What follows belongs to an exercise in optimizing a design on an open flow for a short achievable clock period and few clock cycles; a production flow would make more cautious choices. Only simulation tests tie the RTL to the original design; equivalence was not proved. Power is estimated from default activity; no workload was simulated.

Design data_memory_ctrl, start of the top module:
module data_memory_ctrl
#(
  parameter int ADDR_WIDTH = 9
) (
  input  logic                  clk,
  input  logic                  rst_n,
  input  logic                  req,
  input  logic                  we,
  input  logic [1:0]            size,
  input  logic                  sign_ext,
  input  logic [ADDR_WIDTH-1:0] addr,
  input  logic [31:0]           wdata,
  output logic                  ready,
  output logic [31:0]           rdata,
  output logic                  err
);
  localparam int DEPTH = 2 ** (ADDR_WIDTH - 2);
  logic [31:0]           r_mem [DEPTH];
  logic                  r_rdy;                   
  logic                  r_retry;                 
  logic [31:0]           r_cand [2];
  logic                  r_pv;
  logic [ADDR_WIDTH-3:0] r_pidx;
  logic [3:0]            r_pbe;
  logic [31:0]           r_pdata;
  logic                  w_bad;
  logic [3:0]            w_be;
  logic [31:0]           w_wlane;
  logic                  w_load;
  logic                  w_hit;
  logic [31:0]           w_word_h [2];
  logic [31:0]           w_load_h [2];
  assign w_bad  = mem_pkg::is_misaligned(size, addr[1:0]);
  assign w_load = req && !we && !r_rdy;
  assign w_hit  = r_pv && (r_pidx == addr[ADDR_WIDTH-1:2]);
  mem_lane_align u_lane_align (
    .size      (size),
    .offset    (addr[1:0]),
    .sign_ext  (sign_ext),
    .wdata     (wdata),
    .rword     (32'h0000_0000),
    .byte_en   (w_be),
    .wword     (w_wlane),
    .rdata_ext ()
  );
  for (genvar h = 0; h < 2; h++) begin : g_half
    assign w_word_h[h] = r_mem[{1'(h), addr[ADDR_WIDTH-2:2]}];
    mem_lane_align u_lane_load (
      .size      (size),
      .offset    (addr[1:0]),
      .sign_ext  (sign_ext),
      .wdata     (32'h0000_0000),
      .rword     (w_word_h[h]),
      .byte_en   (),
  ...
==> module data_memory_ctrl, before the edit <==
module data_memory_ctrl
#(
  parameter int ADDR_WIDTH = 9
) (
  input  logic                  clk,
  input  logic                  rst_n,
  input  logic                  req,
  input  logic                  we,
  input  logic [1:0]            size,
  input  logic                  sign_ext,
  input  logic [ADDR_WIDTH-1:0] addr,
  input  logic [31:0]           wdata,
  output logic                  ready,
  output logic [31:0]           rdata,
  output logic                  err
);
  localparam int DEPTH = 2 ** (ADDR_WIDTH - 2);
  logic [31:0]           r_mem [DEPTH];
  logic                  r_rdy;                   
  logic                  r_retry;                 
  logic [31:0]           r_cand [2];
  logic                  r_pv;
  logic [ADDR_WIDTH-3:0] r_pidx;
  logic [3:0]            r_pbe;
  logic [31:0]           r_pdata;
  logic                  w_bad;
  logic [3:0]            w_be;
  logic [31:0]           w_wlane;
  logic                  w_load;
  logic                  w_hit;
  logic [31:0]           w_word_h [2];
  logic [31:0]           w_load_h [2];
  assign w_bad  = mem_pkg::is_misaligned(size, addr[1:0]);
  assign w_load = req && !we && !r_rdy;
  assign w_hit  = r_pv && (r_pidx == addr[ADDR_WIDTH-1:2]);
  mem_lane_align u_lane_align (
    .size      (size),
    .offset    (addr[1:0]),
    .sign_ext  (sign_ext),
    .wdata     (wdata),
    .rword     (32'h0000_0000),
    .byte_en   (w_be),
    .wword     (w_wlane),
    .rdata_ext ()
  );
  for (genvar h = 0; h < 2; h++) begin : g_half
    assign w_word_h[h] = r_mem[{1'(h), addr[ADDR_WIDTH-2:2]}];
    mem_lane_align u_lane_load (
      .size      (size),
      .offset    (addr[1:0]),
      .sign_ext  (sign_ext),
      .wdata     (32'h0000_0000),
      .rword     (w_word_h[h]),
      .byte_en   (),
      .wword     (),
      .rdata_ext (w_load_h[h])
    );
    always_ff @(posedge clk) begin
      r_cand[h] <= (addr[ADDR_WIDTH-1] == 1'(h) && !w_bad) ? w_load_h[h] : 32'h0000_0000;
    end
  end
  always_ff @(posedge clk or negedge rst_n) begin
    if (!rst_n) begin
      r_rdy   <= 1'b0;
      r_retry <= 1'b0;
    end else begin
      r_rdy   <= w_load && (r_retry || !w_hit);
      r_retry <= w_load && !r_retry && w_hit;
    end
  end
  always_ff @(posedge clk) begin
    r_pv    <= req && we && !w_bad;
    r_pidx  <= addr[ADDR_WIDTH-1:2];
    r_pbe   <= w_be;
    r_pdata <= w_wlane;
  end
  assign ready = r_rdy || (req && we);
  assign err   = w_bad;
  assign rdata = r_cand[0] | r_cand[1];
  for (genvar l = 0; l < mem_pkg::WORD_BYTES; l++) begin : g_wlane
    always_ff @(posedge clk) begin
      if (r_pv && r_pbe[l]) begin
        r_mem[r_pidx][8*l +: 8] <= r_pdata[8*l +: 8];
      end
    end
  end
endmodule
make LEC_CHECK=0 CAP_MARGIN=20 CORE_MARGIN=2 CORE_UTILIZATION=40 SETUP_SLACK_MARGIN=3.5 SLEW_MARGIN=20 finish   # period 7.0 ns
run.sh (not shown) runs the stock make flow with config.mk's settings and CLKGATE_MAP_FILE= SYNTH_SCRIPT=/design/flow/synth_recipe.tcl, a recipe that flattens the netlist after the stock synthesis.
Testbench counts at the start, summed over its fixed seeds: cycles 7,536.
Next try:
--- a/flow/design.v
+++ b/flow/design.v
@@ -82,38 +82,40 @@
   output logic                  ready,
   output logic [31:0]           rdata,
   output logic                  err
 );
   localparam int DEPTH = 2 ** (ADDR_WIDTH - 2);
+  localparam int HALF  = DEPTH / 2;
   logic [31:0]           r_mem [DEPTH];
-  logic                  r_rdy;                   
-  logic                  r_retry;                 
+  logic                  r_ld;                    
   logic [31:0]           r_cand [2];
-  logic                  r_pv;
-  logic [ADDR_WIDTH-3:0] r_pidx;
-  logic [3:0]            r_pbe;
-  logic [31:0]           r_pdata;
   logic                  w_bad;
+  logic [ADDR_WIDTH-3:0] w_idx;
+  logic [31:0]           w_word;
   logic [3:0]            w_be;
   logic [31:0]           w_wlane;
-  logic                  w_load;
-  logic                  w_hit;
+  logic [31:0]           w_merged;
+  logic                  w_store;
   logic [31:0]           w_word_h [2];
   logic [31:0]           w_load_h [2];
-  assign w_bad  = mem_pkg::is_misaligned(size, addr[1:0]);
-  assign w_load = req && !we && !r_rdy;
-  assign w_hit  = r_pv && (r_pidx == addr[ADDR_WIDTH-1:2]);
+  assign w_bad   = mem_pkg::is_misaligned(size, addr[1:0]);
+  assign w_idx   = addr[ADDR_WIDTH-1:2];
+  assign w_word  = r_mem[w_idx];
+  assign w_store = req && we && !w_bad;
   mem_lane_align u_lane_align (
     .size      (size),
     .offset    (addr[1:0]),
     .sign_ext  (sign_ext),
     .wdata     (wdata),
-    .rword     (32'h0000_0000),
+    .rword     (w_word),
     .byte_en   (w_be),
     .wword     (w_wlane),
     .rdata_ext ()
   );
+  for (genvar i = 0; i < mem_pkg::WORD_BYTES; i++) begin : g_lane
+    assign w_merged[8*i +: 8] = w_be[i] ? w_wlane[8*i +: 8] : w_word[8*i +: 8];
+  end
   for (genvar h = 0; h < 2; h++) begin : g_half
     assign w_word_h[h] = r_mem[{1'(h), addr[ADDR_WIDTH-2:2]}];
     mem_lane_align u_lane_load (
       .size      (size),
       .offset    (addr[1:0]),
@@ -128,30 +130,20 @@
       r_cand[h] <= (addr[ADDR_WIDTH-1] == 1'(h) && !w_bad) ? w_load_h[h] : 32'h0000_0000;
     end
   end
   always_ff @(posedge clk or negedge rst_n) begin
     if (!rst_n) begin
-      r_rdy   <= 1'b0;
-      r_retry <= 1'b0;
+      r_ld <= 1'b0;
     end else begin
-      r_rdy   <= w_load && (r_retry || !w_hit);
-      r_retry <= w_load && !r_retry && w_hit;
+      r_ld <= req && !we && !r_ld;
     end
   end
-  always_ff @(posedge clk) begin
-    r_pv    <= req && we && !w_bad;
-    r_pidx  <= addr[ADDR_WIDTH-1:2];
-    r_pbe   <= w_be;
-    r_pdata <= w_wlane;
-  end
-  assign ready = r_rdy || (req && we);
+  assign ready = r_ld || (req && we);
   assign err   = w_bad;
   assign rdata = r_cand[0] | r_cand[1];
-  for (genvar l = 0; l < mem_pkg::WORD_BYTES; l++) begin : g_wlane
-    always_ff @(posedge clk) begin
-      if (r_pv && r_pbe[l]) begin
-        r_mem[r_pidx][8*l +: 8] <= r_pdata[8*l +: 8];
-      end
+  always_ff @(posedge clk) begin
+    if (w_store) begin
+      r_mem[w_idx] <= w_merged;
     end
   end
 endmodule
 `default_nettype wire
Effect: Cell area rises by 3.6%. Flip-flop and latch count goes down by 45. Die area rose by 0.46%. Setup slack is worse by 110 ps. Critical path depth is higher by 1. Via count goes up by 31%. Total power rose by 1.1%. Core utilization goes up by 1.5 points. Sequential power is lower by about 2%. Final cell count grows by 16%. Global-route usage rose by 7.2 points. Clock skew is higher by 54 ps. Routed wire length rises by 35%.
Testbench counts after the change, summed over its fixed seeds: cycles 7,527.

---

rev 12:
The RTL this note starts from:
==> flow/design.v <==
`default_nettype none
package mem_pkg;
  localparam logic [1:0] SIZE_BYTE = 2'b00;
  localparam logic [1:0] SIZE_HALF = 2'b01;
  localparam logic [1:0] SIZE_WORD = 2'b10;
  localparam logic [1:0] SIZE_BAD  = 2'b11;
  localparam int WORD_BYTES = 4;
  function automatic logic is_misaligned(input logic [1:0] size,
                                         input logic [1:0] offset);
    logic bad;
    case (size)
      SIZE_BYTE: bad = 1'b0;
      SIZE_HALF: bad = offset[0];
      SIZE_WORD: bad = (offset != 2'b00);
      default:   bad = 1'b1;
    endcase
    is_misaligned = bad;
  endfunction
endpackage
`default_nettype wire
`default_nettype none
module mem_lane_align
(
  input  logic [1:0]  size,
  input  logic [1:0]  offset,
  input  logic        sign_ext,
  input  logic        en,
  input  logic [31:0] wdata,
  output logic [3:0]  byte_en,
  output logic [31:0] wword,
  output logic [3:0]  sel_b0,      
  output logic [3:0]  sel_b1,      
  output logic        sel_hi,      
  output logic [3:0]  sgn_b1,      
  output logic [3:0]  sgn_hi       
);
  logic       w_bad;
  logic [3:0] w_b0, w_b1, w_sb1, w_shi;
  logic       w_hi;
  assign w_bad = mem_pkg::is_misaligned(size, offset);
  always_comb begin
    byte_en = 4'b0000;
    wword   = wdata;
    w_b0    = 4'b0000;
    w_b1    = 4'b0000;
    w_hi    = 1'b0;
    w_sb1   = 4'b0000;
    w_shi   = 4'b0000;
    case (size)
      mem_pkg::SIZE_BYTE: begin
        byte_en = 4'b1000 >> offset;
        wword   = {4{wdata[7:0]}};
        w_b0    = 4'b1000 >> offset;
        w_sb1   = sign_ext ? (4'b1000 >> offset) : 4'b0000;
        w_shi   = sign_ext ? (4'b1000 >> offset) : 4'b0000;
      end
      mem_pkg::SIZE_HALF: begin
        byte_en = offset[1] ? 4'b0011 : 4'b1100;
        wword   = {2{wdata[15:0]}};
        w_b0    = offset[1] ? 4'b0001 : 4'b0100;
        w_b1    = offset[1] ? 4'b0010 : 4'b1000;
        w_shi   = sign_ext ? (offset[1] ? 4'b0010 : 4'b1000) : 4'b0000;
      end
      mem_pkg::SIZE_WORD: begin
        byte_en = 4'b1111;
        w_b0    = 4'b0001;
        w_b1    = 4'b0010;
        w_hi    = 1'b1;
      end
      default: begin
        byte_en = 4'b0000;
      end
    endcase
  end
  assign sel_b0 = (en && !w_bad) ? w_b0  : 4'b0000;
  assign sel_b1 = (en && !w_bad) ? w_b1  : 4'b0000;
  assign sel_hi = en && !w_bad && w_hi;
  assign sgn_b1 = (en && !w_bad) ? w_sb1 : 4'b0000;
  assign sgn_hi = (en && !w_bad) ? w_shi : 4'b0000;
endmodule
`default_nettype wire
`default_nettype none
module data_memory_ctrl
#(
  parameter int ADDR_WIDTH = 9
) (
  input  logic                  clk,
  input  logic                  rst_n,
  input  logic                  req,
  input  logic                  we,
  input  logic [1:0]            size,
  input  logic                  sign_ext,
  input  logic [ADDR_WIDTH-1:0] addr,
  input  logic [31:0]           wdata,
  output logic                  ready,
  output logic [31:0]           rdata,
  output logic                  err
);
  localparam int DEPTH = 2 ** (ADDR_WIDTH - 2);
  localparam int NQ    = 4;                       
  localparam int QB    = 2;                       
  localparam int QW    = ADDR_WIDTH - 2 - QB;     
  logic [31:0]           r_mem [DEPTH];
  logic                  r_rdy;                   
  logic                  r_retry;                 
  logic [31:0]           r_cand [NQ];
  logic [NQ-1:0]         r_qsel;                  
  logic                  r_pv;
  logic [ADDR_WIDTH-3:0] r_pidx;
  logic [DEPTH-1:0]      r_psel;                  
  logic [3:0]            r_pbe;                   
  logic [31:0]           r_pdata;
  logic                  w_bad;
  logic                  w_store;
  logic [3:0]            w_be;
  logic [31:0]           w_wlane;
  logic                  w_load;
  logic                  w_hit;
  assign w_bad   = mem_pkg::is_misaligned(size, addr[1:0]);
  assign w_store = req && we && !w_bad;
  assign w_load  = req && !we && !r_rdy;
  assign w_hit   = r_pv && (r_pidx == addr[ADDR_WIDTH-1:2]);
  mem_lane_align u_lane_align (
    .size      (size),
    .offset    (addr[1:0]),
    .sign_ext  (sign_ext),
    .en        (1'b0),
    .wdata     (wdata),
    .byte_en   (w_be),
    .wword     (w_wlane),
    .sel_b0    (),
    .sel_b1    (),
    .sel_hi    (),
    .sgn_b1    (),
    .sgn_hi    ()
  );
  for (genvar q = 0; q < NQ; q++) begin : g_quarter
    logic [3:0] w_sel_b0, w_sel_b1, w_sgn_b1, w_sgn_hi;
    logic       w_sel_hi;
    logic [31:0] w_w;
    logic [31:0] w_c;
    assign w_w = r_mem[{QB'(q), addr[2 +: QW]}];
    mem_lane_align u_lane_load (
      .size      (size),
      .offset    (addr[1:0]),
      .sign_ext  (sign_ext),
      .en        (1'b1),
      .wdata     (32'h0000_0000),
      .byte_en   (),
      .wword     (),
      .sel_b0    (w_sel_b0),
      .sel_b1    (w_sel_b1),
      .sel_hi    (w_sel_hi),
      .sgn_b1    (w_sgn_b1),
      .sgn_hi    (w_sgn_hi)
    );
    always_comb begin
      w_c = 32'h0000_0000;
      for (int l = 0; l < 4; l++) begin
        w_c[7:0]   = w_c[7:0]   | ({8{w_sel_b0[l]}} & w_w[8*l +: 8]);
        w_c[15:8]  = w_c[15:8]  | ({8{w_sel_b1[l]}} & w_w[8*l +: 8])
                                | ({8{w_sgn_b1[l]}} & {8{w_w[8*l+7]}});
        w_c[31:16] = w_c[31:16] | ({16{w_sgn_hi[l]}} & {16{w_w[8*l+7]}});
      end
      w_c[31:16] = w_c[31:16] | ({16{w_sel_hi}} & w_w[31:16]);
    end
    always_ff @(posedge clk) begin
      r_cand[q] <= w_c;
      r_qsel[q] <= (addr[ADDR_WIDTH-1 -: QB] == QB'(q));
    end
  end
  always_ff @(posedge clk or negedge rst_n) begin
    if (!rst_n) begin
      r_rdy   <= 1'b0;
      r_retry <= 1'b0;
    end else begin
      r_rdy   <= w_load && (r_retry || !w_hit);
      r_retry <= w_load && !r_retry && w_hit;
    end
  end
  always_ff @(posedge clk) begin
    r_pv    <= w_store;
    r_pidx  <= addr[ADDR_WIDTH-1:2];
    r_pbe   <= w_store ? w_be : 4'b0000;
    r_pdata <= w_wlane;
  end
  for (genvar i = 0; i < DEPTH; i++) begin : g_psel
    always_ff @(posedge clk) begin
      r_psel[i] <= (addr[ADDR_WIDTH-1:2] == (ADDR_WIDTH-2)'(i));
    end
  end
  assign ready = r_rdy || (req && we);
  assign err   = w_bad;
  always_comb begin
    rdata = 32'h0000_0000;
    for (int q = 0; q < NQ; q++) begin
      rdata = rdata | ({32{r_qsel[q]}} & r_cand[q]);
    end
  end
  for (genvar i = 0; i < DEPTH; i++) begin : g_word
    for (genvar l = 0; l < mem_pkg::WORD_BYTES; l++) begin : g_wlane
      always_ff @(posedge clk) begin
        if (r_psel[i] && r_pbe[l]) begin
          r_mem[i][8*l +: 8] <= r_pdata[8*l +: 8];
        end
      end
    end
  end
endmodule
`default_nettype wire
export LEC_CHECK = 0
export CAP_MARGIN = 20
export CORE_MARGIN = 2
export CORE_UTILIZATION = 50
export PLACE_DENSITY = 0.68
export SETUP_SLACK_MARGIN = 3.5
export SLEW_MARGIN = 20
create_clock -name core_clock -period 7.0 [get_ports {clk}]
standard.sh (not shown) runs the stock make flow with config.mk's settings and CLKGATE_MAP_FILE= SYNTH_SCRIPT=/design/flow/synth_recipe.tcl, a recipe that flattens the netlist after the stock synthesis.
==> flow/flow/run.sh <==
#!/bin/bash
# Standard layout with these changes: port buffers from the buf family,
# sizing not held to each cell's footprint, and the half and full adder
# cells kept out (added to the platform's don't-use list), so synthesis
# leaves XOR/AND pairs as plain gates for ABC to map for speed.
set -euo pipefail
DONT_USE="sky130_fd_sc_hd__probe_p_8 sky130_fd_sc_hd__probec_p_8 sky130_fd_sc_hd__lpflow_bleeder_1 sky130_fd_sc_hd__lpflow_clkbufkapwr_1 sky130_fd_sc_hd__lpflow_clkbufkapwr_16 sky130_fd_sc_hd__lpflow_clkbufkapwr_2 sky130_fd_sc_hd__lpflow_clkbufkapwr_4 sky130_fd_sc_hd__lpflow_clkbufkapwr_8 sky130_fd_sc_hd__lpflow_clkinvkapwr_1 sky130_fd_sc_hd__lpflow_clkinvkapwr_16 sky130_fd_sc_hd__lpflow_clkinvkapwr_2 sky130_fd_sc_hd__lpflow_clkinvkapwr_4 sky130_fd_sc_hd__lpflow_clkinvkapwr_8 sky130_fd_sc_hd__lpflow_decapkapwr_12 sky130_fd_sc_hd__lpflow_decapkapwr_3 sky130_fd_sc_hd__lpflow_decapkapwr_4 sky130_fd_sc_hd__lpflow_decapkapwr_6 sky130_fd_sc_hd__lpflow_decapkapwr_8 sky130_fd_sc_hd__lpflow_inputiso0n_1 sky130_fd_sc_hd__lpflow_inputiso0p_1 sky130_fd_sc_hd__lpflow_inputiso1n_1 sky130_fd_sc_hd__lpflow_inputiso1p_1 sky130_fd_sc_hd__lpflow_inputisolatch_1 sky130_fd_sc_hd__lpflow_isobufsrc_1 sky130_fd_sc_hd__lpflow_isobufsrc_16 sky130_fd_sc_hd__lpflow_isobufsrc_2 sky130_fd_sc_hd__lpflow_isobufsrc_4 sky130_fd_sc_hd__lpflow_isobufsrc_8 sky130_fd_sc_hd__lpflow_isobufsrckapwr_16 sky130_fd_sc_hd__lpflow_lsbuf_lh_hl_isowell_tap_1 sky130_fd_sc_hd__lpflow_lsbuf_lh_hl_isowell_tap_2 sky130_fd_sc_hd__lpflow_lsbuf_lh_hl_isowell_tap_4 sky130_fd_sc_hd__lpflow_lsbuf_lh_isowell_4 sky130_fd_sc_hd__lpflow_lsbuf_lh_isowell_tap_1 sky130_fd_sc_hd__lpflow_lsbuf_lh_isowell_tap_2 sky130_fd_sc_hd__lpflow_lsbuf_lh_isowell_tap_4"
DONT_USE="$DONT_USE sky130_fd_sc_hd__ha_1 sky130_fd_sc_hd__ha_2 sky130_fd_sc_hd__ha_4"
DONT_USE="$DONT_USE sky130_fd_sc_hd__fa_1 sky130_fd_sc_hd__fa_2 sky130_fd_sc_hd__fa_4"
bash standard.sh MATCH_CELL_FOOTPRINT=0 \
  "BUFFER_PORTS_ARGS=-buffer_cell sky130_fd_sc_hd__buf_4" \
  "DONT_USE_CELLS=$DONT_USE" \
  finish > standard.log 2>&1
Testbench counts of rev 12, summed over its fixed seeds: cycles 7,536.
Inputs modified between rev 12 and rev 13:
--- a/flow/design.v
+++ b/flow/design.v
@@ -101,13 +101,12 @@
   localparam int QB    = 2;                       
   localparam int QW    = ADDR_WIDTH - 2 - QB;     
   logic [31:0]           r_mem [DEPTH];
   logic                  r_rdy;                   
   logic                  r_retry;                 
   logic [31:0]           r_cand [NQ];
-  logic [NQ-1:0]         r_qsel;                  
   logic                  r_pv;
   logic [ADDR_WIDTH-3:0] r_pidx;
   logic [DEPTH-1:0]      r_psel;                  
   logic [3:0]            r_pbe;                   
   logic [31:0]           r_pdata;
   logic                  w_bad;
@@ -141,13 +140,13 @@
     logic [31:0] w_c;
     assign w_w = r_mem[{QB'(q), addr[2 +: QW]}];
     mem_lane_align u_lane_load (
       .size      (size),
       .offset    (addr[1:0]),
       .sign_ext  (sign_ext),
-      .en        (1'b1),
+      .en        (addr[ADDR_WIDTH-1 -: QB] == QB'(q)),
       .wdata     (32'h0000_0000),
       .byte_en   (),
       .wword     (),
       .sel_b0    (w_sel_b0),
       .sel_b1    (w_sel_b1),
       .sel_hi    (w_sel_hi),
@@ -163,13 +162,12 @@
         w_c[31:16] = w_c[31:16] | ({16{w_sgn_hi[l]}} & {16{w_w[8*l+7]}});
       end
       w_c[31:16] = w_c[31:16] | ({16{w_sel_hi}} & w_w[31:16]);
     end
     always_ff @(posedge clk) begin
       r_cand[q] <= w_c;
-      r_qsel[q] <= (addr[ADDR_WIDTH-1 -: QB] == QB'(q));
     end
   end
   always_ff @(posedge clk or negedge rst_n) begin
     if (!rst_n) begin
       r_rdy   <= 1'b0;
       r_retry <= 1'b0;
@@ -188,18 +186,13 @@
     always_ff @(posedge clk) begin
       r_psel[i] <= (addr[ADDR_WIDTH-1:2] == (ADDR_WIDTH-2)'(i));
     end
   end
   assign ready = r_rdy || (req && we);
   assign err   = w_bad;
-  always_comb begin
-    rdata = 32'h0000_0000;
-    for (int q = 0; q < NQ; q++) begin
-      rdata = rdata | ({32{r_qsel[q]}} & r_cand[q]);
-    end
-  end
+  assign rdata = r_cand[0] | r_cand[1] | r_cand[2] | r_cand[3];
   for (genvar i = 0; i < DEPTH; i++) begin : g_word
     for (genvar l = 0; l < mem_pkg::WORD_BYTES; l++) begin : g_wlane
       always_ff @(posedge clk) begin
         if (r_psel[i] && r_pbe[l]) begin
           r_mem[i][8*l +: 8] <= r_pdata[8*l +: 8];
         end
Results
Cell-internal power delta (rev 12 -> rev 13): insignificant
Delta (rev 13 minus rev 12): slew at the pin closest to its max-slew limit now larger; final worst-path setup slack now larger; wire length now smaller; non-clock buffer count now smaller.
Compared with rev 12, in rev 13 global routing usage on met1 went down 0.20 points; final net count went down 0.97%; maximum single-stage delay on the critical path went up 260 ps; final clock skew held.
Testbench counts of rev 13, summed over its fixed seeds: cycles 7,536.

## afterwards: timing with drivers on the ports
The results above use ideal ports. As a check the final layouts listed here were re-extracted and re-timed, cells and wires unchanged. Step 1: set_driving_cell puts a clkbuf_16 on clk and a buf_2 on each other input, an assumption about the parent block. Step 2 also shifts input and output timing later by t, the mid clock arrival at the registers, as if the neighbouring blocks saw the same clock. a / b / c = ideal / step 1 / step 2; a / b = the first two.
run	t (ns)	setup WS [ns]	worst setup path at the end	worst slew at a driven data input, ns
the first run of note 1	1.095	3.108 / 2.925 / 1.830	input to register	0.66
the second run of note 1	1.135	3.002 / 3.011 / 1.877	input to register	0.51
rev 12	1.130	3.150 / 2.958 / 1.828	input to register	0.43
rev 13	1.103	3.380 / 3.127 / 2.130	input to register	0.51
After both steps setup and hold are still met in every run listed. The setup slack of rev 12, which loses most, moves by -0.192 ns with the drivers and by -1.322 ns with both steps.
